This is an optimization exercise on Yosys and OpenROAD, whose aim is small area, a short achievable clock period and few clock cycles per item, not a production implementation.
In this exercise RTL edits were held to simulation tests only and were not proved equivalent to the original.
Power is estimated from default activity; no workload was simulated.

File: flow/design.v
`default_nettype none
package tlb_pkg;
	typedef logic [19-1:0] vpn2_t;
	typedef logic [8-1:0] asid_t;
	typedef logic [20-1:0] pfn_t;
	typedef logic [2:0] cache_attr_t;
	typedef logic [$clog2(32)-1:0] tlb_index_t;
	typedef logic [32-1:0] hit_vec_t;
	typedef logic [32-1:0] vaddr_t;
	typedef logic [32-1:0] paddr_t;
	typedef logic [31:0] entry_word_t;
endpackage
`default_nettype wire
`default_nettype none
package tlb_cmd_pkg;
	typedef enum logic [1:0] {
		op_write = 2'd0,
		op_probe = 2'd1,
		op_translate = 2'd2
	} tlb_op_e;
	typedef enum logic {
		st_empty = 1'b0,
		st_full = 1'b1
	} stage_state_e;
endpackage
`default_nettype wire
`timescale 1ns/10ps
`default_nettype none
module tlb_top (
	input wire logic clk,
	input wire logic rst,
	input wire logic cmd_valid,
	output logic cmd_ready,
	input tlb_cmd_pkg::tlb_op_e cmd_op,
	input tlb_pkg::tlb_index_t cmd_index,
	input tlb_pkg::entry_word_t cmd_entryhi,
	input tlb_pkg::entry_word_t cmd_entrylo0,
	input tlb_pkg::entry_word_t cmd_entrylo1,
	input tlb_pkg::vaddr_t cmd_vaddr,
	output logic rsp_valid,
	input wire logic rsp_ready,
	output tlb_cmd_pkg::tlb_op_e rsp_op,
	output tlb_pkg::paddr_t rsp_paddr,
	output logic rsp_refill,
	output logic rsp_invalid,
	output logic rsp_modified,
	output logic rsp_found,
	output tlb_pkg::tlb_index_t rsp_index
);
	localparam int N = 32;
	logic [18:0] t_vpn2 [N];
	logic [7:0] t_asid [N];
	logic [N-1:0] t_global;
	logic [N-1:0] t_valid;
	logic [21:0] d_lo0 [N];
	logic [21:0] d_lo1 [N];
	logic s0_v;
	logic [1:0] s0_op;
	logic [4:0] s0_idx;
	logic [18:0] s0_vpn2;
	logic [7:0] s0_asid;
	logic s0_g;
	logic [43:0] s0_pl;
	logic s1_v;
	logic [1:0] s1_op;
	logic s1_wr;
	logic s1_probe;
	logic s1_tr_map;
	logic s1_tr_unm;
	logic [4:0] s1_idx;
	logic [N-1:0] s1_hit;
	logic [43:0] s1_pl;
	logic out_v;
	logic skid_v;
	logic [42:0] out_q;
	logic [42:0] skid_q;
	logic rdy_q;
	logic s0_ld, s1_ld, s2_ld;
	logic out_ld;
	assign s2_ld = !skid_v;
	assign s1_ld = !s1_v || s2_ld;
	assign s0_ld = !s0_v || s1_ld;
	assign out_ld = !out_v || rsp_ready;
	assign cmd_ready = rdy_q;
	logic [43:0] lo_fields;
	assign lo_fields = {cmd_entrylo1[25:6], cmd_entrylo1[2], cmd_entrylo1[1],
		cmd_entrylo0[25:6], cmd_entrylo0[2], cmd_entrylo0[1]};
	logic take;
	assign take = cmd_valid && rdy_q;
	always_ff @(posedge clk) begin
		if (s0_ld) begin
			s0_op <= cmd_op;
			s0_idx <= cmd_index;
			s0_vpn2 <= cmd_op[1] ? cmd_vaddr[31:13] : cmd_entryhi[31:13];
			s0_asid <= cmd_entryhi[7:0];
			s0_g <= cmd_entrylo0[0] & cmd_entrylo1[0];
			s0_pl[43:13] <= lo_fields[43:13];
			s0_pl[12:0] <= cmd_op[1] ? cmd_vaddr[12:0] : lo_fields[12:0];
		end
	end
	logic [N-1:0] hit;
	always_comb begin
		for (int i = 0; i < N; i++) begin
			hit[i] = t_valid[i] && (t_vpn2[i] == s0_vpn2)
				&& (t_global[i] || (t_asid[i] == s0_asid));
		end
	end
	logic tag_we;
	assign tag_we = s0_v && s1_ld && (s0_op == 2'd0);
	always_ff @(posedge clk) begin
		for (int i = 0; i < N; i++) begin
			if (tag_we && s0_idx == 5'(i)) begin
				t_vpn2[i] <= s0_vpn2;
				t_asid[i] <= s0_asid;
				t_global[i] <= s0_g;
			end
		end
	end
	always_ff @(posedge clk) begin
		if (rst) begin
			t_valid <= '0;
		end else begin
			for (int i = 0; i < N; i++) begin
				if (tag_we && s0_idx == 5'(i)) t_valid[i] <= 1'b1;
			end
		end
	end
	always_ff @(posedge clk) begin
		if (s1_ld) begin
			s1_op <= s0_op;
			s1_wr <= (s0_op == 2'd0);
			s1_probe <= (s0_op == 2'd1);
			s1_tr_map <= (s0_op == 2'd2) && !s0_vpn2[18];
			s1_tr_unm <= (s0_op == 2'd2) && s0_vpn2[18];
			s1_idx <= s0_idx;
			s1_hit <= hit;
			s1_pl[43:32] <= s0_pl[43:32];
			s1_pl[31:13] <= s0_op[1] ? s0_vpn2 : s0_pl[31:13];
			s1_pl[12:0] <= s0_pl[12:0];
		end
	end
	logic [N-1:0] lower;
	logic [N-1:0] first;
	logic any_hit;
	logic odd;
	logic [21:0] sel;
	logic [4:0] enc;
	assign odd = s1_pl[12];
	assign any_hit = |s1_hit;
	always_comb begin
		lower[0] = 1'b0;
		for (int i = 1; i < N; i++) lower[i] = lower[i-1] | s1_hit[i-1];
		first = s1_hit & ~lower;
	end
	always_comb begin
		sel = '0;
		enc = '0;
		for (int i = 0; i < N; i++) begin
			sel = sel | ({22{first[i] & !odd}} & d_lo0[i])
				| ({22{first[i] & odd}} & d_lo1[i]);
			enc = enc | ({5{first[i]}} & 5'(i));
		end
	end
	logic [42:0] res;
	logic r_refill, r_invalid, r_modified, r_found;
	logic [31:0] r_paddr;
	always_comb begin
		r_paddr[31:12] = ({20{s1_tr_unm}} & s1_pl[31:12])
			| ({20{s1_tr_map && any_hit}} & sel[21:2]);
		r_paddr[11:0] = {12{s1_tr_unm || (s1_tr_map && any_hit)}} & s1_pl[11:0];
		r_refill = s1_tr_map && !any_hit;
		r_invalid = s1_tr_map && any_hit && !sel[0];
		r_modified = s1_tr_map && any_hit && sel[0] && !sel[1];
		r_found = s1_probe && any_hit;
		res = {s1_op, r_paddr, r_refill, r_invalid, r_modified, r_found,
			{5{s1_probe}} & enc};
	end
	logic data_we;
	assign data_we = s1_v && s2_ld && s1_wr;
	always_ff @(posedge clk) begin
		for (int i = 0; i < N; i++) begin
			if (data_we && s1_idx == 5'(i)) begin
				d_lo0[i] <= s1_pl[21:0];
				d_lo1[i] <= s1_pl[43:22];
			end
		end
	end
	always_ff @(posedge clk) begin
		if (!skid_v) skid_q <= res;
		if (out_ld) out_q <= skid_v ? skid_q : res;
	end
	logic s0_v_n, s1_v_n, out_v_n, skid_v_n;
	always_comb begin
		s0_v_n = s0_ld ? take : s0_v;
		s1_v_n = s1_ld ? s0_v : s1_v;
		if (out_ld) begin
			out_v_n = skid_v || (s1_v && s2_ld);
			skid_v_n = 1'b0;
		end else begin
			out_v_n = out_v;
			skid_v_n = skid_v || (s1_v && s2_ld);
		end
	end
	always_ff @(posedge clk) begin
		if (rst) begin
			s0_v <= 1'b0;
			s1_v <= 1'b0;
			out_v <= 1'b0;
			skid_v <= 1'b0;
			rdy_q <= 1'b1;
		end else begin
			s0_v <= s0_v_n;
			s1_v <= s1_v_n;
			out_v <= out_v_n;
			skid_v <= skid_v_n;
			rdy_q <= !(s0_v_n && s1_v_n && skid_v_n);
		end
	end
	assign rsp_valid = out_v;
	logic [1:0] rsp_op_w;
	assign rsp_op = tlb_cmd_pkg::tlb_op_e'(rsp_op_w);
	assign {rsp_op_w, rsp_paddr, rsp_refill, rsp_invalid, rsp_modified, rsp_found,
		rsp_index} = out_q;
endmodule
`default_nettype wire
File: flow/run.sh
#!/bin/bash
# synth_recipe.tcl (not shown) runs the flow's synth.tcl, then flattens the netlist and writes it again
# the make line also repeats each setting of config.mk as NAME=value (left out here)
make -C /OpenROAD-flow-scripts/flow DESIGN_CONFIG=/design/flow/config.mk WORK_HOME=/design/flow/orfs CLKGATE_MAP_FILE= SYNTH_SCRIPT=/design/flow/synth_recipe.tcl finish
File: flow/config.mk
export PLATFORM = sky130hd
export DESIGN_NAME = tlb_top
export DESIGN_NICKNAME = tlb_top
export VERILOG_FILES = /design/flow/design.v
export SDC_FILE = /design/flow/constraint.sdc
export NUM_CORES = 4
export LEC_CHECK = 0
export CAP_MARGIN = 20
export CORE_MARGIN = 2
export CORE_UTILIZATION = 40
export PLACE_DENSITY = 0.6
export SLEW_MARGIN = 20
File: flow/constraint.sdc
create_clock -name core_clock -period 6.0 [get_ports {clk}]
set_input_delay 1.2000 -clock core_clock [delete_from_list [all_inputs] [get_ports {clk}]]
set_output_delay 1.2000 -clock core_clock [all_outputs]
set_load 0.01 [all_outputs]
==> results of run 1 <==
[synthesized netlist by cell type (19+ instances only)]
library cell | count | area share
nand4_1 | 111 | 0.0070
a31oi_1 | 19 | 0.0012
clkbuf_1 | 163 | 0.0061
a21oi_1 | 108 | 0.0054
a221oi_1 | 101 | 0.0089
mux2_2 | 104 | 0.012
a222oi_1 | 66 | 0.0066
a22oi_1 | 197 | 0.015
and3_1 | 25 | 0.0016
xnor2_1 | 224 | 0.020
nor3_1 | 43 | 0.0022
nand3_1 | 118 | 0.0059
a221o_1 | 27 | 0.0027
nor2_1 | 191 | 0.0072
mux2i_1 | 95 | 0.0095
nor4_1 | 227 | 0.014
nand2_1 | 167 | 0.0063
buf_2 | 49 | 0.0025
dfxtp_1 | 80 | 0.016
edfxtp_1 | 2513 | 0.76
buf_1 | 66 | 0.0025
o21ai_0 | 54 | 0.0027
o22ai_1 | 19 | 0.0012
xor2_1 | 640 | 0.056
a22o_1 | 76 | 0.0067
[metrics by stage]
stage	util	hold WS (ns)
after floorplan	-	0.4003
after global placement	0.4328	0.4027
after detailed placement	0.4331	0.4045
after CTS	0.4680	0.4180
after global routing	0.4682	0.4265
final	0.4683	0.4098
[layout by cell type, fill, tap and decap left out, types with 132 or more instances in the layout]
cell type,count
clkdlybuf4s50_1,159
clkbuf_16,294
buf_4,275
xnor2_1,224
nor2_1,132
nand2_1,166
xor2_1,640
a22oi_1,197
edfxtp_1,2513
nor4_1,207
[critical path, stage by stage (launching register included)]
cell	delay, ns
edfxtp_1	0.53
nor4_2	0.72
nand2_1	0.35
or4_1	0.89
nor2_2	0.82
buf_4	0.27
a221oi_1	0.09
nand4_1	0.24
a2bb2oi_1	0.43
[final cells by class]
type                       instances  area, um2  share of cell area
multi-input combinational       2866      21930              0.1887
timing repair buffer             471       4369             0.03759
antenna                            8      20.02           0.0001722
inverter                           7      26.28           0.0002261
tap                             3330       4167             0.03585
sequential                      2593      77070              0.6631
clock inverter                   109      744.5            0.006405
clock buffer                     385       7899             0.06796
[logic make-up after synthesis]
kind of cell	synth area share
flip-flops	0.7735
AND/OR/NAND/NOR	0.05511
XOR/XNOR	0.07596
AO/OA/AOI/OAI	0.06181
buffers and inverters	0.01230
multiplexers	0.02130
[state kept, by name, summed over array words and instances, names as in the netlist, 2 cells and up]
register  count
s0_pl        44
s0_asid       8
t_asid      256
t_valid      32
s1_idx        5
skid_q       43
s1_hit       32
s0_idx        5
d_lo0       704
t_global     32
s1_pl        44
t_vpn2      608
d_lo1       704
s0_op         2
out_q        43
s0_vpn2      19
s1_op         2
[routing by layer]
| metal | share of wire | global-route usage | vias to the layer above | wire [um] |
|---|---|---|---|---|
| met4 | 0.048 | 0.1040 | 4 | 14890 |
| met2 | 0.47 | 0.3877 | 3264 | 146400 |
| met3 | 0.10 | 0.05375 | 675 | 31720 |
| met5 | 0.000052 | 0 | - | 16 |
| met1 | 0.38 | 0.3146 | 29288 | 116900 |
| li1 | - | - | 23748 | - |
[power breakdown]
group | total, mW | switching (mW) | internal, mW
clock | 16.4 | 6.86 | 9.57
combinational | 1.78 | 1.24 | 0.541
sequential | 20.2 | 0.117 | 20.1
[how the worst max path moves through the flow]
| stage | start | endpoint | slack, ns |
|---|---|---|---|
| 2_1_floorplan | skid_v$_SDFF_PP0_ | t_asid[24][0]$_DFFE_PP_ | 0.99 |
| 3_3_place_gp | s1_hit[17]$_DFFE_PP_ | out_q[39]$_DFFE_PP_ | 1.62 |
| 3_5_place_dp | s1_hit[16]$_DFFE_PP_ | out_q[39]$_DFFE_PP_ | 1.55 |
| 4_1_cts | s1_hit[16]$_DFFE_PP_ | out_q[39]$_DFFE_PP_ | 1.56 |
| 5_1_grt | s1_hit[16]$_DFFE_PP_ | out_q[39]$_DFFE_PP_ | 1.35 |
| 6_report | s1_hit[16]$_DFFE_PP_ | out_q[39]$_DFFE_PP_ | 1.40 |
==> flow_summary.yaml, run 1 <==
outcome:
  status: "complete, no violations"
setup_path:
  end_kind: "flop"
  timing.rr.end: "out_q[39]$_DFFE_PP_"
  ff2ff_path_depth: 8
  cp.required_ns: 6.72
  regToRegSetupSlack_ns: 1.40
  cp_max_fo: 9
  path_class: "flop to flop"
  cp.arrival_ns: 5.31
  critPathLaunchType: "flop"
  r2r-start: "s1_hit[16]$_DFFE_PP_"
min_path:
  min_to: "s1_pl[41]$_DFFE_PP_"
  hold_class: "flop to flop"
  min_path_cells: 0
  worstHoldStart: "s0_pl[41]$_DFFE_PN_"
logic_synthesis:
  synth_nets: 5894
  synth_cells: 5755
  synth_area_mm2: 0.09963
  synth_seq_area_share: 0.7735
  synth_seq_cells: 2593
  synth-edff-count: 2513
  synth_warnings: 5
  syn_area_per_cell_um2: 17.31
  yosysUniqueCellTypes: 81
  synthArstFlopShare: 0
  ys.flop_type: "edfxtp_1"
die:
  die_h_um: 503.1
  die_area_mm2: 0.2531
  start_util: 0.4014
  boundaryPins: 184
  num_rows: 183
  core_area_mm2: 0.2482
  die_w_um: 503.1
detailed_routing:
  drc_errors: 0
  drt_first_pass_iters: 7
  drt_iter0_drc: 8391
  final_antenna_net_count: 0
  vias_per_cell: 5.833
  drt-wirelength-per-cell_um: 31.73
  vias: 56979
  wirelength_mm: 310.0
sta:
  setup_viol: 0
  layout_setup_ws_ns: 1.405
  hold_viol_final: 0
  period_share: 0.7659
  fmaxAchievable_mhz: 217.6
  rsz0062_at_grt: "false"
  setup_tns_ns: 0
  fin_skew_ns: 0.09106
  tightest_slew_ns: 1.268
  finalMaxSlewViolations: 0
  period_needed_ns: 4.595
  slew-limit-headroom: 0.1518
clocking:
  cts-resized-gates: 0
  h-tree-depth: 5
  numCtsBuffers: 287
  insertion_delay_ns: 0.97
  cts_hold_buf: 0
  cts-root-buf: "clkbuf_16"
  postCtsSetupRepairBufs: 0
  clockBufferDepth: 4
  cts.sinks: 2593
  cts.reportedPaths.clkPinSlew_ns: 0.06
  cts_tree: "yes"
placement:
  place_congestion: 0.9601
  hpwl_mm: 186.1
  port_buffers: 160
  place_area_mm2: 0.1075
  dpl_worst_slack_ns: 1.555
  placedCellCount: 9265
layout:
  n_fill_cell: 21024
  design_area_mm2: 0.1162
  syn_to_final_growth_pct: 16.66
  nNetsFinal: 6365
  layout.cells.non_filler: 9769
  final_layout_size_suffix_gt1_frac: 0.1466
global_routing:
  grt_overflow: 0
  grt_antenna_before_repair: 9
  grt_max_degree: 97
  grt_pass1_wl_mm: 428.8
  grt_pass1_vias: 55110
  grt_usage: 0.2410
power:
  p_per_area_mw_per_mm2: 330.3
  total_power_mw: 38.39
  p_leak_nw: 37.51
  peakVddDrop_mv: 0.3436
flow_run:
  cap_viol_max_count: 0
Testbench counts, summed over its fixed seeds: cycles 9,624, items 9,600.
==> run 2: changes to the inputs <==
--- a/flow/design.v
+++ b/flow/design.v
@@ -57,4 +57,5 @@
 	logic s0_v;
 	logic [1:0] s0_op;
+	logic s0_wr;
 	logic [4:0] s0_idx;
 	logic [18:0] s0_vpn2;
@@ -71,4 +72,13 @@
 	logic [N-1:0] s1_hit;
 	logic [43:0] s1_pl;
+	logic s2_v;
+	logic [1:0] s2_op;
+	logic [N-1:0] s2_first;
+	logic s2_odd;
+	logic s2_use_pfn;
+	logic s2_refill;
+	logic s2_found;
+	logic s2_probe;
+	logic [31:0] s2_base;
 	logic out_v;
 	logic skid_v;
@@ -76,19 +86,21 @@
 	logic [42:0] skid_q;
 	logic rdy_q;
-	logic s0_ld, s1_ld, s2_ld;
+	logic s0_ld, s1_ld, s2_ld, s3_ld;
 	logic out_ld;
-	assign s2_ld = !skid_v;
+	assign s3_ld = !skid_v;
+	assign s2_ld = !s2_v || s3_ld;
 	assign s1_ld = !s1_v || s2_ld;
 	assign s0_ld = !s0_v || s1_ld;
 	assign out_ld = !out_v || rsp_ready;
 	assign cmd_ready = rdy_q;
+	logic take;
+	assign take = cmd_valid && rdy_q;
 	logic [43:0] lo_fields;
 	assign lo_fields = {cmd_entrylo1[25:6], cmd_entrylo1[2], cmd_entrylo1[1],
 		cmd_entrylo0[25:6], cmd_entrylo0[2], cmd_entrylo0[1]};
-	logic take;
-	assign take = cmd_valid && rdy_q;
 	always_ff @(posedge clk) begin
 		if (s0_ld) begin
 			s0_op <= cmd_op;
+			s0_wr <= (cmd_op == 2'd0);
 			s0_idx <= cmd_index;
 			s0_vpn2 <= cmd_op[1] ? cmd_vaddr[31:13] : cmd_entryhi[31:13];
@@ -107,5 +119,5 @@
 	end
 	logic tag_we;
-	assign tag_we = s0_v && s1_ld && (s0_op == 2'd0);
+	assign tag_we = s0_v && s1_ld && s0_wr;
 	always_ff @(posedge clk) begin
 		for (int i = 0; i < N; i++) begin
@@ -129,5 +141,5 @@
 		if (s1_ld) begin
 			s1_op <= s0_op;
-			s1_wr <= (s0_op == 2'd0);
+			s1_wr <= s0_wr;
 			s1_probe <= (s0_op == 2'd1);
 			s1_tr_map <= (s0_op == 2'd2) && !s0_vpn2[18];
@@ -143,8 +155,4 @@
 	logic [N-1:0] first;
 	logic any_hit;
-	logic odd;
-	logic [21:0] sel;
-	logic [4:0] enc;
-	assign odd = s1_pl[12];
 	assign any_hit = |s1_hit;
 	always_comb begin
@@ -153,26 +161,16 @@
 		first = s1_hit & ~lower;
 	end
-	always_comb begin
-		sel = '0;
-		enc = '0;
-		for (int i = 0; i < N; i++) begin
-			sel = sel | ({22{first[i] & !odd}} & d_lo0[i])
-				| ({22{first[i] & odd}} & d_lo1[i]);
-			enc = enc | ({5{first[i]}} & 5'(i));
-		end
-	end
-	logic [42:0] res;
-	logic r_refill, r_invalid, r_modified, r_found;
-	logic [31:0] r_paddr;
-	always_comb begin
-		r_paddr[31:12] = ({20{s1_tr_unm}} & s1_pl[31:12])
-			| ({20{s1_tr_map && any_hit}} & sel[21:2]);
-		r_paddr[11:0] = {12{s1_tr_unm || (s1_tr_map && any_hit)}} & s1_pl[11:0];
-		r_refill = s1_tr_map && !any_hit;
-		r_invalid = s1_tr_map && any_hit && !sel[0];
-		r_modified = s1_tr_map && any_hit && sel[0] && !sel[1];
-		r_found = s1_probe && any_hit;
-		res = {s1_op, r_paddr, r_refill, r_invalid, r_modified, r_found,
-			{5{s1_probe}} & enc};
+	always_ff @(posedge clk) begin
+		if (s2_ld) begin
+			s2_op <= s1_op;
+			s2_first <= first;
+			s2_odd <= s1_pl[12];
+			s2_use_pfn <= s1_tr_map && any_hit;
+			s2_refill <= s1_tr_map && !any_hit;
+			s2_found <= s1_probe && any_hit;
+			s2_probe <= s1_probe;
+			s2_base[31:12] <= {20{s1_tr_unm}} & s1_pl[31:12];
+			s2_base[11:0] <= {12{s1_tr_unm || (s1_tr_map && any_hit)}} & s1_pl[11:0];
+		end
 	end
 	logic data_we;
@@ -186,18 +184,40 @@
 		end
 	end
+	logic [21:0] sel0, sel1, sel;
+	logic [4:0] enc;
+	always_comb begin
+		sel0 = '0;
+		sel1 = '0;
+		enc = '0;
+		for (int i = 0; i < N; i++) begin
+			sel0 = sel0 | ({22{s2_first[i]}} & d_lo0[i]);
+			sel1 = sel1 | ({22{s2_first[i]}} & d_lo1[i]);
+			enc = enc | ({5{s2_first[i]}} & 5'(i));
+		end
+		sel = s2_odd ? sel1 : sel0;
+	end
+	logic [42:0] res;
+	logic [31:0] r_paddr;
+	always_comb begin
+		r_paddr[31:12] = s2_base[31:12] | ({20{s2_use_pfn}} & sel[21:2]);
+		r_paddr[11:0] = s2_base[11:0];
+		res = {s2_op, r_paddr, s2_refill, s2_use_pfn && !sel[0],
+			s2_use_pfn && sel[0] && !sel[1], s2_found, {5{s2_probe}} & enc};
+	end
 	always_ff @(posedge clk) begin
 		if (!skid_v) skid_q <= res;
-		if (out_ld) out_q <= skid_v ? skid_q : res;
-	end
-	logic s0_v_n, s1_v_n, out_v_n, skid_v_n;
+		out_q <= ({43{out_ld}} & (skid_v ? skid_q : res)) | ({43{!out_ld}} & out_q);
+	end
+	logic s0_v_n, s1_v_n, s2_v_n, out_v_n, skid_v_n;
 	always_comb begin
 		s0_v_n = s0_ld ? take : s0_v;
 		s1_v_n = s1_ld ? s0_v : s1_v;
+		s2_v_n = s2_ld ? s1_v : s2_v;
 		if (out_ld) begin
-			out_v_n = skid_v || (s1_v && s2_ld);
+			out_v_n = skid_v || (s2_v && s3_ld);
 			skid_v_n = 1'b0;
 		end else begin
 			out_v_n = out_v;
-			skid_v_n = skid_v || (s1_v && s2_ld);
+			skid_v_n = skid_v || (s2_v && s3_ld);
 		end
 	end
@@ -206,4 +226,5 @@
 			s0_v <= 1'b0;
 			s1_v <= 1'b0;
+			s2_v <= 1'b0;
 			out_v <= 1'b0;
 			skid_v <= 1'b0;
@@ -212,7 +233,8 @@
 			s0_v <= s0_v_n;
 			s1_v <= s1_v_n;
+			s2_v <= s2_v_n;
 			out_v <= out_v_n;
 			skid_v <= skid_v_n;
-			rdy_q <= !(s0_v_n && s1_v_n && skid_v_n);
+			rdy_q <= !(s0_v_n && s1_v_n && s2_v_n && skid_v_n);
 		end
 	end
--- a/flow/config.mk
+++ b/flow/config.mk
@@ -8,5 +8,6 @@
 export CAP_MARGIN = 20
 export CORE_MARGIN = 2
-export CORE_UTILIZATION = 40
-export PLACE_DENSITY = 0.6
+export CORE_UTILIZATION = 60
+export PLACE_DENSITY = 0.7
+export SETUP_SLACK_MARGIN = 3.5
 export SLEW_MARGIN = 20
==> run 2 against run 1 <==
Effect of this change:
- clock-buffer cell count shrank 12
- wire length fell by 3.7%
- register-to-register slack gained 1.9 ns
- clock power barely moved
- fmax grew 68%
- combinational power fell by 26%
- hold slack lost 0.048 ns
- first-iteration DRC count is 22% higher
- total power is 0.10% lower
- sequential power rose by 3%
- largest power group unchanged
==> flow_summary.yaml, run 2 <==
logic_synthesis:
  synth_seq_area_share: 0.7957
  ys.flop_type: "edfxtp_1"
  yosys.area.top_type: "edfxtp_1"
  synthArstFlopShare: 0
  synth_cells: 5505
  synth-edff-count: 2585
  synth_nets: 5644
  ys_top_cells_by_area: "edfxtp_1 78%, xor2_1 5.6%, a22oi_1 2.8%, xnor2_1 2.0%, dfxtp_1 1.6%"
  syn_area_per_cell_um2: 18.09
  synthTopCellsByCount: "2585 x edfxtp_1, 640 x xor2_1, 367 x a22oi_1"
  synth_area_mm2: 0.09960
  yosysUniqueCellTypes: 49
  yosysTopAreaCellShare: 0.7794
  synth.most_common_cell: "edfxtp_1"
  synth_warnings: 5
  synth_seq_cells: 2666
setup_path:
  cp_top_family: "flip-flops"
  cp.required_ns: 4.80
  end_kind: "primary output"
  r2r-start: "s2_odd$_DFFE_PP_"
  slowest_delay_ns: 0.43
  crit_slowest_cell: "edfxtp_1"
  critPathLaunchType: "flop"
  cp_max_fo: 1
  crit_chain: "buf_2"
  path_class: "flop to primary output"
  cp_num_buf_inv: 1
  cp.arrival_ns: 1.54
global_routing:
  grt_max_degree: 66
  grt_overflow: 0
  grt_pass1_wl_mm: 406.5
  grt_pass1_vias: 55493
  grt_usage: 0.3434
  grt_antenna_before_repair: 14
detailed_routing:
  drc_errors: 0
  vias_per_cell: 6.793
  final_antenna_net_count: 0
  vias: 57488
  drt_first_pass_iters: 20
  wirelength_mm: 298.5
  drt_iter0_drc: 10268
  drt-wirelength-per-cell_um: 35.27
layout:
  syn_to_final_growth_pct: 18.77
  final_common_cell: "edfxtp_1"
  largestRegisters: "d_lo0 x704, d_lo1 x704, t_vpn2 x608"
  layout_common_cells: "2585 x edfxtp_1, 640 x xor2_1, 346 x a22oi_1"
  nNetsFinal: 6217
  final_layout_size_suffix_gt1_frac: 0.1863
sta:
  hold_viol_final: 0
  fin_skew_ns: 0.06243
  finalMaxSlewViolations: 0
  fmaxAchievable_mhz: 364.6
  period_share: 0.4571
  tightest_slew_ns: 1.293
  whs_ns: 0.3617
  period_needed_ns: 2.743
  layout_setup_ws_ns: 3.257
  setup_viol: 0
  rsz0062_at_grt: "true"
  setup_tns_ns: 0
  slew-limit-headroom: 0.1381
power:
  p_per_area_mw_per_mm2: 324.2
  p_leak_nw: 38.86
  peakVddDrop_mv: 0.3409
die:
  core_area_mm2: 0.1650
  die_w_um: 411.4
  start_util: 0.6037
  die_h_um: 411.4
  num_rows: 149
  boundaryPins: 184
  die_area_mm2: 0.1693
placement:
  port_buffers: 160
  dpl_worst_slack_ns: 1.814
  hpwl_mm: 140.5
  place_congestion: 0.8285
clocking:
  cts.sinks: 2666
  numCtsBuffers: 282
  h-tree-depth: 5
  cts_tree: "yes"
  insertion_delay_ns: 0.95
  clockBufferDepth: 4
  cts_hold_buf: 0
  cts.reportedPaths.clkPinSlew_ns: 0.06
  cts-root-buf: "clkbuf_16"
min_path:
  worstHoldStart: "s0_pl[10]$_DFFE_PN_"
  hold_class: "flop to flop"
outcome:
  status: "complete, no violations"
flow_run:
  cap_viol_max_count: 0
-- run 2: worst paths after layout --
kind	end	slack, ns	cells past startpoint
setup / recovery	rsp_paddr[24]	3.26	1
hold / removal	s1_pl[10]$_DFFE_PP_	0.36	0
setup reg to reg	flop	3.28	6
hold reg to reg	s1_pl[10]$_DFFE_PP_	0.36	0
-- run 2: metrics by stage --
stage | util | std cells | area [um2] | total power [mW]
2_1_floorplan | - | 5505 | 100000 | 21.79
3_3_place_gp | 0.6376 | 7746 | 105200 | 22.38
3_5_place_dp | 0.6381 | 7749 | 105300 | 22.42
4_1_cts | 0.7063 | 8381 | 116500 | 38.30
5_1_grt | 0.7168 | 8454 | 118300 | 39.19
6_report | 0.7169 | 8463 | 118300 | 38.35
-- run 2: cells by family after synthesis --
group	Yosys count	synth area share
AO/OA/AOI/OAI	777	0.06168
XOR/XNOR	864	0.07598
buffers and inverters	316	0.01221
flip-flops	2666	0.7957
multiplexers	67	0.007575
AND/OR/NAND/NOR	815	0.04688
-- run 2: area by class of cell --
type	count	area (um2)
inverters	13	51.30
repair buffers	586	6922
diodes	9	22.52
clock inverters	98	696.9
clock buffers	373	7695
well taps	2189	2739
fillers	9654	46700
multi-input cells	2529	20910
flip-flops and latches	2666	79250
-- run 2: what timing repair did --
action                     4_1_cts  5_1_grt
cloned                          21        8
setup buffers                  140       46
pin swaps                       77      107
resized for setup              435      171
setup endpoints to repair     2602      813
-- run 2: power by group --
group / total [mW] / switching (mW) / internal (mW)
Combinational: 1.32 / 0.865 / 0.456
Sequential: 20.8 / 0.188 / 20.6
Clock: 16.2 / 6.88 / 9.35
Total: 38.4 / 7.93 / 30.4
-- run 2: metal layers --
metal | wire, um | global-route usage
met4 | 21190 | 0.1971
met1 | 103100 | 0.4509
met5 | 60 | 0
met3 | 38830 | 0.07996
met2 | 135300 | 0.5321
Testbench counts of run 2, summed over its fixed seeds: cycles 9,632, items 9,600.
==> run 3: changes to the inputs <==
==> flow/flow/run.sh (new file) <==
#!/bin/bash
# The standard layout, with the clock tree built from larger sink
# clusters and without dummy loads.  ORFS logs stay under orfs/logs.
export CTS_ARGS="-sink_clustering_enable -repair_clock_nets -dont_use_dummy_load -sink_clustering_size 30 -sink_clustering_max_diameter 80"
bash standard.sh > standard.log 2>&1
==> flow/standard.sh (new file) <==
#!/bin/bash
# synth_recipe.tcl (not shown) runs the flow's synth.tcl, then flattens the netlist and writes it again
# the make line also repeats each setting of config.mk as NAME=value (left out here)
make -C /OpenROAD-flow-scripts/flow DESIGN_CONFIG=/design/flow/config.mk WORK_HOME=/design/flow/orfs CLKGATE_MAP_FILE= SYNTH_SCRIPT=/design/flow/synth_recipe.tcl "${@:-finish}"
--- a/flow/config.mk
+++ b/flow/config.mk
@@ -6,4 +6,5 @@
 export NUM_CORES = 4
 export LEC_CHECK = 0
+export ABC_AREA = 1
 export CAP_MARGIN = 20
 export CORE_MARGIN = 2
removed: flow/run.sh
==> run 3 against run 2 <==
Effect of this change:
- synthesized area up 5.4%
- clock power shrank 43%
- fmax shrank 2.2%
- non-clock buffer count fell by 131
- critical endpoint is now rsp_paddr[22]
- still clean
- global-route usage down 1.0 points
- cell area fell by 2.7%
- worst setup slack worse by 0.061 ns
==> flow_summary.yaml, run 3 <==
sta:
  rsz0062_at_grt: "true"
  tightest_slew_ns: 1.171
  fin_skew_ns: 0.09616
  whs_ns: 0.3297
  setup_viol: 0
  hold_viol_final: 0
  period_needed_ns: 2.803
  finalMaxSlewViolations: 0
  period_share: 0.4672
  slew-limit-headroom: 0.2196
  fmaxAchievable_mhz: 356.7
  setup_tns_ns: 0
logic_synthesis:
  synthTopCellsByCount: "2591 x nand2_1, 2585 x edfxtp_1, 895 x nor2_1"
  synth_xor_area_frac: 0.03295
  yosys.area.top_type: "edfxtp_1"
  synth_cells: 8216
  synth_area_mm2: 0.1050
  synth-compound-area-share: 0.02929
  synth.most_common_cell: "nand2_1"
  synth-edff-count: 2585
  muxShareOfSynthArea: 0.003432
  yosys.area_share.simple: 0.1504
  synth_top_family_by_area: "simple AND/OR/NAND/NOR gates"
  ys.flop_type: "edfxtp_1"
  syn_area_per_cell_um2: 12.78
  synth_warnings: 5
  ys_top_cells_by_area: "edfxtp_1 74%, nand2_1 9.3%, nor2_1 3.2%, xnor2_1 2.0%, dfxtp_1 1.5%"
  synth_seq_area_share: 0.7548
  synth_fa_ha_area_frac: 0
  yosysTopAreaCellShare: 0.7393
  synthArstFlopShare: 0
  synth_nets: 8355
  yosysUniqueCellTypes: 47
  synth_seq_cells: 2666
detailed_routing:
  vias_per_cell: 6.006
  drc_errors: 0
  drt-wirelength-per-cell_um: 27.57
  final_antenna_net_count: 0
  vias: 65034
  drt_first_pass_iters: 8
  wirelength_mm: 298.6
  drt_iter0_drc: 8968
layout:
  layout_common_cells: "2585 x edfxtp_1, 2569 x nand2_1, 846 x nor2_1"
  final_common_cell: "edfxtp_1"
  final_layout_size_suffix_gt1_frac: 0.08446
  n_fill_cell: 12504
  largestRegisters: "d_lo0 x704, d_lo1 x704, t_vpn2 x608"
  layout.cells.non_filler: 10828
  regArea_mm2: 0.07926
  multi_input_area_mm2: 0.02334
  syn_to_final_growth_pct: 9.580
  nNetsFinal: 8642
global_routing:
  grt_max_degree: 58
  grt_usage: 0.3333
  grt_pass1_vias: 61667
  grt_antenna_before_repair: 9
  grt_overflow: 0
  grt_pass1_wl_mm: 422.9
flow_run:
  cap_viol_max_count: 0
clocking:
  cts.sinks: 2666
  cts-root-buf: "clkbuf_16"
  cts.reportedPaths.clkPinSlew_ns: 0.09
  numCtsBuffers: 131
  cts_hold_buf: 0
  h-tree-depth: 4
  clockBufferDepth: 3
  insertion_delay_ns: 0.86
  cts_tree: "yes"
setup_path:
  crit_slowest_cell: "edfxtp_1"
  critPathLaunchType: "flop"
  path_class: "flop to primary output"
  cp.required_ns: 4.80
  crit_chain: "buf_2"
  cp_num_buf_inv: 1
  cp.arrival_ns: 1.60
  cp_top_family: "flip-flops"
  slowest_delay_ns: 0.56
  regToRegSetupSlack_ns: 3.48
  cp_max_fo: 1
  end_kind: "primary output"
die:
  boundaryPins: 184
  start_util: 0.6040
  die_w_um: 422.3
  num_rows: 153
  core_area_mm2: 0.1738
  die_area_mm2: 0.1784
  die_h_um: 422.3
min_path:
  hold_class: "flop to flop"
power:
  p_per_area_mw_per_mm2: 273.4
  p_leak_nw: 41.34
  peakVddDrop_mv: 0.3538
placement:
  hpwl_mm: 161.6
  port_buffers: 160
  place_congestion: 0.8533
  placedCellCount: 10551
outcome:
  status: "complete, no violations"
[run 3: cell types whose count changed after synthesis, sizes merged, moves of 68 or more]
cell    change
nand2    +2556
nor2      +774
xor2      -482
a22oi     -367
inv       +282
o21ai     +232
buf       +205
nor4      -195
clkbuf    -169
nand3     +138
a221oi    -125
o22ai     +103
a22o       -97
a21oi      +68
[run 3: metrics by stage]
| step | setup slack (ns) | area, um2 | utilization | total power [mW] |
|---|---|---|---|---|
| 5_1_grt | 3.218 | 115000 | 0.6619 | 32.16 |
| 6_report | 3.197 | 115100 | 0.6619 | 31.45 |
| 4_1_cts | 3.174 | 114400 | 0.6582 | 31.44 |
| 2_1_floorplan | 3.035 | 105600 | - | 21.87 |
| 3_3_place_gp | 2.215 | 109600 | 0.6307 | 22.47 |
| 3_5_place_dp | 2.156 | 109800 | 0.6317 | 22.52 |
[run 3: final timing paths]
| kind | start | endpoint | cells past startpoint |
|---|---|---|---|
| max | flop | rsp_paddr[22] | 1 |
| max reg2reg | s2_first[23]$_DFFE_PP_ | flop | 10 |
| min | s0_pl[38]$_DFFE_PN_ | s1_pl[38]$_DFFE_PP_ | 0 |
| min reg2reg | s0_pl[38]$_DFFE_PN_ | s1_pl[38]$_DFFE_PP_ | 0 |
[run 3: final cells by class]
type,instances,area share
timing repair inverter,29,0.001871
antenna,2,0.00004350
clock buffer,131,0.02849
tap,2325,0.02529
inverter,296,0.01179
timing repair buffer,455,0.04070
multi-input combinational,4924,0.2029
sequential,2666,0.6889
[run 3: what timing repair did]
item / in CTS / in global routing
pin swaps: 27 / 3
endpoints found under the setup margin: 2506 / 164
gates resized for setup: 336 / 63
setup buffers: 79 / 7
gates cloned: 38 / 0
[run 3: per-layer routing]
layer / global-route usage / wire length (um) / vias to the layer above
met5: 0 / 57 / -
met4: 0.1752 / 18920 / 8
met3: 0.05122 / 30430 / 819
met2: 0.5529 / 143500 / 3794
met1: 0.4281 / 105700 / 31718
li1: - / - / 28695
[run 3: power by group]
part / leakage, nW / internal [mW] / switching [mW] / total [mW]
Combinational: 15.2 / 0.426 / 1.03 / 1.46
Clock: 1.61 / 3.91 / 5.36 / 9.27
Sequential: 24.6 / 20.6 / 0.142 / 20.7
[run 3: worst register-to-register path, cell delays in order (launching register included)]
cell,delay (ns)
edfxtp_1,0.40
buf_6,0.28
buf_4,0.32
nand2_1,0.09
nand2_1,0.05
nor2_1,0.08
nand2_1,0.05
nor2_1,0.19
nand3_1,0.23
nand3_1,0.39
a21oi_1,0.16
[run 3: cells by family after synthesis]
family / count (synthesis)
XOR/XNOR: 395
flip-flops: 2666
AND/OR/NAND/NOR: 3950
multiplexers: 32
buffers and inverters: 635
AO/OA/AOI/OAI: 538
==> run 4: changes to the inputs <==
--- a/flow/config.mk
+++ b/flow/config.mk
@@ -6,5 +6,4 @@
 export NUM_CORES = 4
 export LEC_CHECK = 0
-export ABC_AREA = 1
 export CAP_MARGIN = 20
 export CORE_MARGIN = 2
==> run 4 against run 3 <==
Effect of this change:
- hold slack improved by 0.065 ns
- total power decreased by 2.0%
- non-clock buffer count increased by 140
- register-to-register slack got worse by 0.15 ns
- sequential power about the same
- fmax increased by 5.1%
- global-route usage decreased by 0.38 points
- first-iteration DRC count increased by 12%
- sequential cell count unchanged
- critical path type is now flop to flop
==> flow_summary.yaml, run 4 <==
outcome:
  status: "complete, no violations"
power:
  p_leak_nw: 36.12
  p_per_area_mw_per_mm2: 274.0
  peakVddDrop_mv: 0.3103
clocking:
  cts.reportedPaths.clkPinSlew_ns: 0.11
  cts_tree: "yes"
  cts-root-buf: "clkbuf_16"
  cts_hold_buf: 0
  insertion_delay_ns: 0.81
  clockBufferDepth: 3
  cts.sinks: 2666
  numCtsBuffers: 117
  h-tree-depth: 3
logic_synthesis:
  synth_seq_area_share: 0.7957
  yosysUniqueCellTypes: 49
  yosysTopAreaCellShare: 0.7794
  ys.flop_type: "edfxtp_1"
  synth_area_mm2: 0.09960
  syn_area_per_cell_um2: 18.09
  synth_nets: 5644
  synth.most_common_cell: "edfxtp_1"
  synthTopCellsByCount: "2585 x edfxtp_1, 640 x xor2_1, 367 x a22oi_1"
  synth_warnings: 5
  ys_top_cells_by_area: "edfxtp_1 78%, xor2_1 5.6%, a22oi_1 2.8%, xnor2_1 2.0%, dfxtp_1 1.6%"
  synth-edff-count: 2585
  synth_cells: 5505
  yosys.area.top_type: "edfxtp_1"
  synth_seq_cells: 2666
  synthArstFlopShare: 0
detailed_routing:
  drc_errors: 0
  wirelength_mm: 287.7
  vias: 55789
  vias_per_cell: 6.879
  final_antenna_net_count: 0
  drt_iter0_drc: 10049
  drt_first_pass_iters: 20
  drt-wirelength-per-cell_um: 35.47
setup_path:
  ff2ff_path_depth: 8
  cp_max_fo: 23
  cp.arrival_ns: 3.22
  critPathLaunchType: "flop"
  end_kind: "flop"
  cp.required_ns: 6.55
  path_class: "flop to flop"
  regToRegSetupSlack_ns: 3.33
min_path:
  hold_class: "flop to flop"
  min_path_cells: 0
placement:
  hpwl_mm: 140.5
  place_congestion: 0.8285
  placedCellCount: 7749
  port_buffers: 160
die:
  die_h_um: 411.4
  boundaryPins: 184
  core_area_mm2: 0.1650
  num_rows: 149
  start_util: 0.6037
  die_area_mm2: 0.1693
  die_w_um: 411.4
sta:
  tightest_slew_ns: 1.206
  setup_tns_ns: 0
  hold_viol_final: 0
  fin_skew_ns: 0.08983
  fmaxAchievable_mhz: 374.8
  setup_viol: 0
  finalMaxSlewViolations: 0
  slew-limit-headroom: 0.1960
  rsz0062_at_grt: "true"
  period_share: 0.4447
  period_needed_ns: 2.668
  whs_ns: 0.3948
global_routing:
  grt_usage: 0.3296
  grt_antenna_before_repair: 7
  grt_pass1_vias: 53106
  grt_max_degree: 66
  grt_overflow: 0
  grt_pass1_wl_mm: 391.2
layout:
  nNetsFinal: 6061
  final_common_cell: "edfxtp_1"
  n_fill_cell: 10423
  layout_common_cells: "2585 x edfxtp_1, 640 x xor2_1, 355 x a22oi_1"
  final_layout_size_suffix_gt1_frac: 0.1556
  layout.cells.non_filler: 8110
  largestRegisters: "d_lo0 x704, d_lo1 x704, t_vpn2 x608"
  syn_to_final_growth_pct: 13.00
flow_run:
  cap_viol_max_count: 0
-- run 4: kinds of logic (layout without fill, tap and decap cells) --
logic type      Yosys count  after routing  share of synthesized area
flops                  2666           2666                     0.7957
xor+xnor                864            864                    0.07598
simple gates            815            820                    0.04688
compound gates          777            778                    0.06168
buf+inv                 316            725                    0.01221
mux                      67             67                   0.007575
other cells               0              1                          0
-- run 4: layer usage --
| metal | wire length (um) | track usage | vias to the layer above | part of all wire |
|---|---|---|---|---|
| li1 | - | - | 22511 | - |
| met1 | 100900 | 0.4447 | 28283 | 0.35 |
| met2 | 132200 | 0.5233 | 4146 | 0.46 |
| met3 | 36710 | 0.06828 | 841 | 0.13 |
| met4 | 17800 | 0.1482 | 8 | 0.062 |
| met5 | 44 | 0 | - | 0.00015 |
-- run 4: worst paths after layout --
check / from / to
worst max-delay path: s2_first[11]$_DFFE_PP_ / flop
worst min-delay path: s0_pl[43]$_DFFE_PN_ / s1_pl[43]$_DFFE_PP_
worst max register to register: s2_first[11]$_DFFE_PP_ / flop
worst min register to register: s0_pl[43]$_DFFE_PN_ / s1_pl[43]$_DFFE_PP_
-- run 4: stage by stage --
step	setup WS, ns	power, mW	instance area, um2	util
2_1_floorplan	2.990	21.79	100000	-
6_report	3.332	30.83	112500	0.6821
5_1_grt	3.293	31.51	112500	0.6821
3_5_place_dp	1.814	22.42	105300	0.6381
3_3_place_gp	1.942	22.38	105200	0.6376
4_1_cts	3.352	30.81	111000	0.6725
-- run 4: report_power, final --
group	switching, mW	internal (mW)
clock	5.27	3.47
sequential	0.177	20.6
combinational	0.872	0.461
total	6.32	24.5
-- run 4: layout make-up --
class,count,area [um2],area share
antenna,1,2.502,0.00002223
inverter,13,51.30,0.0004558
tap,2189,2739,0.02434
timing repair buffer,595,6824,0.06063
clock buffer,117,2928,0.02601
multi-input combinational,2529,20750,0.1844
sequential,2666,79250,0.7042
-- run 4: what timing repair did --
item / CTS / global route
gates cloned: 17 / 12
setup endpoints to repair: 2602 / 305
buffers inserted: 147 / 46
resized for setup: 437 / 137
pin swaps: 97 / 92
-- run 4: worst max-delay path: stages, from the launching register on --
cell       delay, ns
edfxtp_1        0.44
clkbuf_16       0.29
a22o_1          0.24
a221oi_1        0.27
nand4_1         0.24
nor3_4          0.33
a211oi_2        0.06
buf_4           0.21
o31a_1          0.36
==> run 5: changes to the inputs <==
--- a/flow/config.mk
+++ b/flow/config.mk
@@ -10,4 +10,4 @@
 export CORE_UTILIZATION = 60
 export PLACE_DENSITY = 0.7
-export SETUP_SLACK_MARGIN = 3.5
+export SETUP_SLACK_MARGIN = 3.0
 export SLEW_MARGIN = 20
==> run 5 against run 4 <==
Effect of this change:
- still clean
- die area stayed put
- sequential power barely moved
- register-to-register slack worse by 0.37 ns
- global-route usage down 0.64 points
- combinational power down 7%
- sequential cell count did not move
==> flow_summary.yaml, run 5 <==
clocking:
  cts-root-buf: "clkbuf_16"
  cts_tree: "yes"
  clockBufferDepth: 3
  insertion_delay_ns: 0.80
  cts.reportedPaths.clkPinSlew_ns: 0.11
  numCtsBuffers: 117
  cts.sinks: 2666
  h-tree-depth: 3
detailed_routing:
  vias: 54189
  vias_per_cell: 6.815
  drt-wirelength-per-cell_um: 34.57
  drc_errors: 0
  wirelength_mm: 274.8
  drt_iter0_drc: 9061
  drt_first_pass_iters: 20
  final_antenna_net_count: 0
global_routing:
  grt_antenna_before_repair: 5
  grt_use_met3: 0.04720
  busiest_layer: "met2"
  grt_max_degree: 66
  grt_pass1_wl_mm: 383.8
  grt_overflow: 0
  grt_pass1_vias: 51838
  grt_use_met2: 0.5169
  grt_usage: 0.3232
  grt_use_met1: 0.4501
logic_synthesis:
  synth_seq_cells: 2666
  yosysUniqueCellTypes: 49
  synth_warnings: 5
  ys.flop_type: "edfxtp_1"
  synthArstFlopShare: 0
  yosysTopAreaCellShare: 0.7794
  syn_area_per_cell_um2: 18.09
  ys_top_cells_by_area: "edfxtp_1 78%, xor2_1 5.6%, a22oi_1 2.8%, xnor2_1 2.0%, dfxtp_1 1.6%"
  synth_seq_area_share: 0.7957
  synth_area_mm2: 0.09960
  synth-edff-count: 2585
  synth_cells: 5505
  synthTopCellsByCount: "2585 x edfxtp_1, 640 x xor2_1, 367 x a22oi_1"
  yosys.area.top_type: "edfxtp_1"
  synth.most_common_cell: "edfxtp_1"
  synth_nets: 5644
sta:
  rsz0062_at_grt: "true"
  layout_setup_ws_ns: 2.957
  finalMaxSlewViolations: 0
  fmaxAchievable_mhz: 328.7
  tightest_slew_ns: 1.261
  setup_tns_ns: 0
  hold_viol_final: 0
  slew-limit-headroom: 0.1596
  period_share: 0.5071
  setup_viol: 0
  period_needed_ns: 3.043
  whs_ns: 0.3794
  fin_skew_ns: 0.1034
layout:
  final_layout_size_suffix_gt1_frac: 0.09898
  layout.cells.non_filler: 7951
  utilization: 0.6612
  largestRegisters: "d_lo0 x704, d_lo1 x704, t_vpn2 x608"
  final_common_cell: "edfxtp_1"
  layout_common_cells: "2585 x edfxtp_1, 640 x xor2_1, 367 x a22oi_1"
  nNetsFinal: 5900
  design_area_mm2: 0.1091
  syn_to_final_growth_pct: 9.530
min_path:
  min_path_cells: 0
  worstHoldStart: "s0_pl[12]$_DFFE_PN_"
  min_to: "s1_pl[12]$_DFFE_PP_"
  hold_class: "flop to flop"
setup_path:
  regToRegSetupSlack_ns: 2.96
  cp_top_family: "compound AO/OA/AOI/OAI gates"
  cp.arrival_ns: 3.67
  cp.required_ns: 6.63
  path_class: "flop to flop"
  crit_chain: "buf_4 > buf_4 > a22o_1 > a221oi_1 > nand3_1 > nor4_1 > a211oi_1 > o31a_1"
  ff2ff_path_depth: 8
  cp_max_fo: 24
  end_kind: "flop"
  crit_slowest_cell: "a211oi_1"
  cp_common_cell: "buf_4"
  slowest_delay_ns: 0.73
  critPathLaunchType: "flop"
  r2r-start: "s2_first[0]$_DFFE_PP_"
  cp_num_buf_inv: 2
die:
  start_util: 0.6037
  num_rows: 149
  core_area_mm2: 0.1650
  die_h_um: 411.4
  boundaryPins: 184
  die_area_mm2: 0.1693
  die_w_um: 411.4
placement:
  placedCellCount: 7770
  dpl_worst_slack_ns: 2.195
  port_buffers: 160
  place_congestion: 0.8281
  hpwl_mm: 146.7
  place_area_mm2: 0.1052
outcome:
  status: "complete, no violations"
power:
  peakVddDrop_mv: 0.2789
  p_per_area_mw_per_mm2: 281.9
  total_power_mw: 30.75
  p_leak_nw: 34.42
flow_run:
  cap_viol_max_count: 0
[run 5: cell counts after synthesis]
No cell type changed its count.
[run 5: worst max path at each step]
stage                              endpoint                  start  slack, ns  cells past startpoint
global route        d_lo1[24][18]$_DFFE_PP_    s1_idx[3]$_DFFE_PP_       2.93                      5
floorplan            t_asid[4][0]$_DFFE_PP_      skid_v$_SDFF_PP0_       2.12                      6
global placement      d_lo0[9][7]$_DFFE_PP_      skid_v$_SDFF_PP0_       2.23                      5
finish                                 flop  s2_first[0]$_DFFE_PP_       2.96                      8
detailed placement    d_lo1[9][7]$_DFFE_PP_      skid_v$_SDFF_PP0_       2.19                      5
CTS                 d_lo1[24][18]$_DFFE_PP_      skid_v$_SDFF_PP0_       2.75                      6
[run 5: cell type report]
cell class                 count  area (um2)
sequential                  2666       79250
fill                       10939       55900
multi-input combinational   2525       19690
timing repair buffer         438        4419
clock buffer                 117        2928
tap                         2189        2739
inverter                      13       53.80
antenna                        3       7.507
[run 5: cells by family (layout without fill, tap and decap cells)]
kind of cell	Yosys count	after routing	synth area share
flip-flops	2666	2666	0.7957
XOR/XNOR	864	864	0.07598
AND/OR/NAND/NOR	815	817	0.04688
AO/OA/AOI/OAI	777	777	0.06168
buffers and inverters	316	568	0.01221
multiplexers	67	67	0.007575
other	0	3	0
[run 5: power breakdown]
group	switching, mW	total [mW]	internal, mW	leakage [nW]
combinational	0.801	1.24	0.438	8.42
clock	5.22	8.69	3.47	1.44
sequential	0.236	20.8	20.6	24.6
total	6.26	30.8	24.5	34.4
[run 5: routing by layer]
metal	vias to the layer above	share of wire
li1	22163	-
met1	27707	0.36
met2	3666	0.47
met3	651	0.12
met4	2	0.050
met5	-	0.000029
[run 5: repair_timing]
item | CTS | global route
gates resized for setup | 59 | 14
pin swaps | 14 | 0
buffers inserted | 45 | 3
setup endpoints to repair | 1371 | 234
gates cloned | 2 | 0
hold buffers | 0 | 0
[run 5: worst reg2reg max path, stage by stage, from the launching register on]
cell and delay, ns:
edfxtp_1 0.33, buf_4 0.47, buf_4 0.64, a22o_1 0.26
a221oi_1 0.06, nand3_1 0.11, nor4_1 0.07, a211oi_1 0.73
o31a_1 0.25
==> run 6: changes to the inputs <==
--- a/flow/config.mk
+++ b/flow/config.mk
@@ -10,4 +10,4 @@
 export CORE_UTILIZATION = 60
 export PLACE_DENSITY = 0.7
-export SETUP_SLACK_MARGIN = 3.0
+export SETUP_SLACK_MARGIN = 3.8
 export SLEW_MARGIN = 20
==> run 6 against run 5 <==
Effect of this change:
- hold slack got worse by 0.0026 ns
- first-iteration DRC count grew 33%
- clock power is 2.6% higher
- sequential share of layout area decreased by 6.3 points
- highest routed layer unchanged
- still clean
==> flow_summary.yaml, run 6 <==
layout:
  design_area_mm2: 0.1195
  layout.cells.non_filler: 8443
  layout_common_cells: "2585 x edfxtp_1, 639 x xor2_1, 340 x a22oi_1"
  nNetsFinal: 6375
  final_common_cell: "edfxtp_1"
  syn_to_final_growth_pct: 20.00
  final_layout_size_suffix_gt1_frac: 0.2169
  utilization: 0.7244
  largestRegisters: "d_lo0 x704, d_lo1 x704, t_vpn2 x608"
clocking:
  clockBufferDepth: 3
  numCtsBuffers: 117
  cts-root-buf: "clkbuf_16"
  cts.sinks: 2666
  cts.reportedPaths.clkPinSlew_ns: 0.11
  cts_tree: "yes"
  insertion_delay_ns: 0.83
  h-tree-depth: 3
setup_path:
  cp.required_ns: 6.57
  cp.arrival_ns: 3.37
  cp_max_fo: 26
  path_class: "flop to flop"
  crit_chain: "buf_12 > a22o_1 > a221oi_1 > nand4_1 > nor3_4 > a211oi_2 > buf_6 > o31a_1"
  slowest_delay_ns: 0.46
  end_kind: "flop"
  crit_slowest_cell: "edfxtp_1"
  critPathLaunchType: "flop"
detailed_routing:
  drc_errors: 0
  drt_first_pass_iters: 23
  drt-wirelength-per-cell_um: 40.82
  vias_per_cell: 7.215
  vias: 60916
  final_antenna_net_count: 0
  drt_iter0_drc: 12041
  wirelength_mm: 344.7
min_path:
  hold_class: "flop to flop"
die:
  die_area_mm2: 0.1693
  num_rows: 149
  boundaryPins: 184
  die_h_um: 411.4
  start_util: 0.6037
  die_w_um: 411.4
  core_area_mm2: 0.1650
power:
  p_per_area_mw_per_mm2: 262.1
  total_power_mw: 31.33
  p_leak_nw: 39.11
  peakVddDrop_mv: 0.3291
logic_synthesis:
  ys_top_cells_by_area: "edfxtp_1 78%, xor2_1 5.6%, a22oi_1 2.8%, xnor2_1 2.0%, dfxtp_1 1.6%"
  synthTopCellsByCount: "2585 x edfxtp_1, 640 x xor2_1, 367 x a22oi_1"
  ys.flop_type: "edfxtp_1"
  synth_warnings: 5
  synth_area_mm2: 0.09960
  synth-edff-count: 2585
  yosysTopAreaCellShare: 0.7794
  synthArstFlopShare: 0
  synth_xor_area_frac: 0.07598
  muxShareOfSynthArea: 0.007575
  synth.most_common_cell: "edfxtp_1"
  synth_nets: 5644
  yosys.area_share.simple: 0.04688
  synth_top_family_by_area: "XOR/XNOR gates"
  synth_seq_cells: 2666
  yosys.area.top_type: "edfxtp_1"
  yosysUniqueCellTypes: 49
  synth_fa_ha_area_frac: 0
  syn_area_per_cell_um2: 18.09
  synth-compound-area-share: 0.06168
  synth_seq_area_share: 0.7957
  synth_cells: 5505
global_routing:
  grt_antenna_before_repair: 18
  grt_overflow: 0
  grt_pass1_wl_mm: 433.2
  grt_max_degree: 66
  grt_pass1_vias: 55222
  grt_usage: 0.3727
sta:
  fin_skew_ns: 0.1092
  rsz0062_at_grt: "true"
  layout_setup_ws_ns: 3.203
  tightest_slew_ns: 1.218
  period_needed_ns: 2.797
  slew-limit-headroom: 0.1879
  whs_ns: 0.3768
  fmaxAchievable_mhz: 357.6
  hold_viol_final: 0
  finalMaxSlewViolations: 0
  period_share: 0.4661
  setup_tns_ns: 0
  setup_viol: 0
outcome:
  status: "complete, no violations"
placement:
  dpl_worst_slack_ns: 2.075
  hpwl_mm: 143.5
  placedCellCount: 7769
  port_buffers: 160
  place_area_mm2: 0.1055
  place_congestion: 0.8270
flow_run:
  cap_viol_max_count: 0
[run 6: cell counts after synthesis]
Identical to the previous run, type by type.
[run 6: area by class of cell]
cell class                 instances  area [um2]
timing repair buffer             906       12680
antenna                           20       50.05
inverter                          13       56.30
fill                            9402       45470
tap                             2189        2739
sequential                      2666       79260
multi-input combinational       2532       21810
clock buffer                     117        2928
[run 6: kinds of logic (layout without fill, tap and decap cells)]
family                 count (synthesis)  count (layout)
buffers and inverters                316            1036
XOR/XNOR                             864             864
flip-flops                          2666            2666
AND/OR/NAND/NOR                      815             823
AO/OA/AOI/OAI                        777             778
multiplexers                          67              67
other                                  0              20
[run 6: path summary, 6_finish.rpt]
check / cells past startpoint / start / to / slack, ns
setup / recovery: 8 / s2_first[2]$_DFFE_PP_ / flop / 3.20
hold reg to reg: 0 / s0_pl[34]$_DFFE_PN_ / s1_pl[34]$_DFFE_PP_ / 0.38
hold / removal: 0 / s0_pl[34]$_DFFE_PN_ / s1_pl[34]$_DFFE_PP_ / 0.38
setup reg to reg: 8 / s2_first[2]$_DFFE_PP_ / flop / 3.20
[run 6: timing repair]
item,4_1_cts,5_1_grt
endpoints found under the setup margin,2593,1928
resized for setup,720,355
gates cloned,72,69
pin swaps,171,141
hold buffers,0,0
setup buffers,262,120
[run 6: report_power, final]
part	switching (mW)	internal (mW)
Combinational	1.05	0.577
Clock	5.45	3.48
Sequential	0.198	20.6
Total	6.69	24.6
[run 6: routing by layer]
metal / track usage / vias to the layer above / wire length, um
met1: 0.4829 / 30268 / 109400
met5: 0 / - / 59
met4: 0.2376 / 10 / 31190
met3: 0.09909 / 1572 / 52920
met2: 0.5642 / 5849 / 151100
li1: - / 23217 / -
[run 6: worst max-delay path: cells and delay by family (launching register included)]
family / cells / cell delay (ns)
AOI/OAI and AO/OA: 4 / 0.93
buffers and inverters: 2 / 0.43
DFF: 1 / 0.46
and+or+nand+nor: 2 / 0.65
==> run 7: changes to the inputs <==
==> flow/flow/run.sh (replaced) <==
#!/bin/bash
# The standard layout, with the clock tree built from larger sink
# clusters and without dummy loads, and small port buffers.  ORFS logs stay
# under orfs/logs.
export CTS_ARGS="-sink_clustering_enable -repair_clock_nets -dont_use_dummy_load -sink_clustering_size 30 -sink_clustering_max_diameter 80"
export BUFFER_PORTS_ARGS="-buffer_cell sky130_fd_sc_hd__buf_2"
bash standard.sh > standard.log 2>&1
--- a/flow/config.mk
+++ b/flow/config.mk
@@ -10,4 +10,4 @@
 export CORE_UTILIZATION = 60
 export PLACE_DENSITY = 0.7
-export SETUP_SLACK_MARGIN = 3.8
+export SETUP_SLACK_MARGIN = 3.4
 export SLEW_MARGIN = 20
==> run 7 against run 6 <==
Effect of this change:
- still clean
- global-route usage is 4.4 points lower
- total power is 1.4% lower
- sequential cell count stayed put
- clock power is 1% lower
- utilization is 5.1 points lower
- critical path type unchanged
- largest power group unchanged
- highest routed layer unchanged
==> flow_summary.yaml, run 7 <==
outcome:
  status: "complete, no violations"
logic_synthesis:
  yosysUniqueCellTypes: 49
  syn_area_per_cell_um2: 18.09
  synth_warnings: 5
  ys_top_cells_by_area: "edfxtp_1 78%, xor2_1 5.6%, a22oi_1 2.8%, xnor2_1 2.0%, dfxtp_1 1.6%"
  synth.most_common_cell: "edfxtp_1"
  synth_nets: 5644
  yosysTopAreaCellShare: 0.7794
  synthTopCellsByCount: "2585 x edfxtp_1, 640 x xor2_1, 367 x a22oi_1"
  synth_cells: 5505
  synthArstFlopShare: 0
  ys.flop_type: "edfxtp_1"
  synth_seq_cells: 2666
  synth_area_mm2: 0.09960
  synth-edff-count: 2585
  yosys.area.top_type: "edfxtp_1"
  synth_seq_area_share: 0.7957
clocking:
  clockBufferDepth: 3
  numCtsBuffers: 119
  cts-root-buf: "clkbuf_16"
  cts.reportedPaths.clkPinSlew_ns: 0.11
  h-tree-depth: 3
  cts.sinks: 2666
  cts_tree: "yes"
  insertion_delay_ns: 0.82
placement:
  hpwl_mm: 144.5
  place_congestion: 0.8133
  port_buffers: 160
min_path:
  hold_class: "flop to flop"
global_routing:
  grt_pass1_wl_mm: 389.5
  grt_usage: 0.3282
  grt_antenna_before_repair: 6
  grt_max_degree: 68
  grt_overflow: 0
  grt_pass1_vias: 52605
power:
  total_power_mw: 30.88
  p_leak_nw: 35.73
  peakVddDrop_mv: 0.2572
  p_per_area_mw_per_mm2: 278.1
detailed_routing:
  drt_first_pass_iters: 20
  drc_errors: 0
  drt_iter0_drc: 9025
  vias_per_cell: 6.839
  wirelength_mm: 281.5
  drt-wirelength-per-cell_um: 34.79
  final_antenna_net_count: 0
  vias: 55339
sta:
  fmaxAchievable_mhz: 359.5
  slew-limit-headroom: 0.1840
  rsz0062_at_grt: "true"
  tightest_slew_ns: 1.224
  period_needed_ns: 2.782
  finalMaxSlewViolations: 0
  period_share: 0.4636
  setup_viol: 0
  setup_tns_ns: 0
  hold_viol_final: 0
  fin_skew_ns: 0.08845
layout:
  largestRegisters: "d_lo0 x704, d_lo1 x704, t_vpn2 x608"
  nNetsFinal: 6037
  layout_common_cells: "2585 x edfxtp_1, 640 x xor2_1, 364 x a22oi_1"
  syn_to_final_growth_pct: 11.48
  final_layout_size_suffix_gt1_frac: 0.1621
  final_common_cell: "edfxtp_1"
setup_path:
  cp_num_buf_inv: 2
  end_kind: "flop"
  critPathLaunchType: "flop"
  cp.arrival_ns: 3.34
  crit_chain: "buf_6 > buf_4 > a22oi_1 > nand4_1 > nor4_4 > a211oi_4 > o31a_1"
  path_class: "flop to flop"
  slowest_delay_ns: 0.70
  cp_max_fo: 7
  cp_top_family: "simple AND/OR/NAND/NOR gates"
  crit_slowest_cell: "nor4_4"
  cp.required_ns: 6.56
die:
  num_rows: 149
  start_util: 0.6037
  die_h_um: 411.4
  die_area_mm2: 0.1693
  die_w_um: 411.4
  core_area_mm2: 0.1650
  boundaryPins: 184
flow_run:
  cap_viol_max_count: 0
## run 7: cell counts after synthesis
No cell type changed its count.
## run 7: final timing paths
| check | start | to | slack, ns | cells after the start |
|---|---|---|---|---|
| worst max-delay path | s2_first[26]$_DFFE_PP_ | flop | 3.22 | 7 |
| worst min register to register | s0_pl[43]$_DFFE_PN_ | s1_pl[43]$_DFFE_PP_ | 0.39 | 0 |
| worst max register to register | s2_first[26]$_DFFE_PP_ | flop | 3.22 | 7 |
| worst min-delay path | s0_pl[43]$_DFFE_PN_ | s1_pl[43]$_DFFE_PP_ | 0.39 | 0 |
## run 7: logic make-up after synthesis
family / Yosys count / synth area share
DFF: 2666 / 0.7957
xor gates and xnor gates: 864 / 0.07598
muxes: 67 / 0.007575
and+or+nand+nor: 815 / 0.04688
AOI/OAI and AO/OA: 777 / 0.06168
buffers and inverters: 316 / 0.01221
## run 7: metal layers
layer  part of all wire  vias to the layer above  GRT usage  routed length [um]
met3               0.12                      800    0.06190               32940
met4              0.057                        8     0.1463               16050
li1                   -                    22484          -                   -
met2               0.47                     3881     0.5232              132000
met5            0.00022                        -          0                  61
met1               0.36                    28166     0.4459              100500
## run 7: timing repair
action,CTS,global route
endpoints found under the setup margin,2526,457
buffers inserted,146,23
gates resized for setup,166,75
hold buffers,0,0
pin swaps,64,31
gates cloned,16,4
## run 7: through the flow
step / cells / hold slack [ns] / cell area, um2 / worst slack, ns / util
after floorplan: 5505 / 0.4003 / 100000 / 2.990 / -
after global placement: 7752 / 0.4035 / 104500 / 2.046 / 0.6333
after detailed placement: 7764 / 0.4054 / 104700 / 1.942 / 0.6348
after CTS: 8045 / 0.4035 / 110200 / 3.282 / 0.6677
after global routing: 8085 / 0.3972 / 111000 / 3.298 / 0.6728
final: 8092 / 0.3925 / 111000 / 3.218 / 0.6729
## run 7: final cells by class
class / count / area (um2)
Fill cell: 10610 / 53960
Clock buffer: 119 / 2978
Sequential cell: 2666 / 79250
Timing Repair Buffer: 565 / 5510
Tap cell: 2189 / 2739
Inverter: 13 / 51.30
Antenna cell: 7 / 17.52
Multi-Input combinational cell: 2533 / 20480
## run 7: power by group
group	internal (mW)	switching, mW	total [mW]
registers	20.6	0.195	20.8
clock network	3.53	5.29	8.82
logic	0.424	0.863	1.29

[re-timing with driven ports]
How much do the figures lean on ideal ports? The routed layouts below were timed once more, with nothing changed but the port constraints.
Step 1 (the two cells are an assumption about what drives the block):
set clk [get_ports {clk}]
set_driving_cell -lib_cell sky130_fd_sc_hd__clkbuf_16 $clk
set_driving_cell -lib_cell sky130_fd_sc_hd__buf_2 [delete_from_list [all_inputs] $clk]
Step 2 times the ports against the registers' clock, not the clock port: input delays grow and output delays shrink by t, the midpoint of the rising clock arrivals with the driver on.
a / b / c = no drivers / after step 1 / after step 2; a / b = the first two.
run | t (ns) | setup slack, ns | hold WS [ns] | worst register clock-pin slew, ns
run 1 | 1.004 | 1.405 / 1.405 / 1.405 | 0.410 / 0.410 / 0.410 | 0.06 / 0.06
run 2 | 1.004 | 3.257 / 3.172 / 3.284 | 0.362 / 0.362 / 0.362 | 0.07 / 0.07
run 3 | 0.874 | 3.197 / 3.111 / 3.107 | 0.330 / 0.330 / 0.330 | 0.11 / 0.11
run 4 | 0.853 | 3.332 / 3.318 / 3.332 | 0.395 / 0.395 / 0.395 | 0.11 / 0.11
run 5 | 0.829 | 2.957 / 2.957 / 2.957 | 0.379 / 0.379 / 0.379 | 0.12 / 0.12
run 6 | 0.871 | 3.203 / 3.203 / 3.203 | 0.377 / 0.377 / 0.377 | 0.12 / 0.12
run 7 | 0.858 | 3.218 / 3.218 / 3.218 | 0.392 / 0.392 / 0.392 | 0.11 / 0.11
After both steps setup and hold are still met in every run listed. For run 3, which loses most, drivers alone change the setup slack by -0.086 ns; drivers and shift together by -0.090 ns.
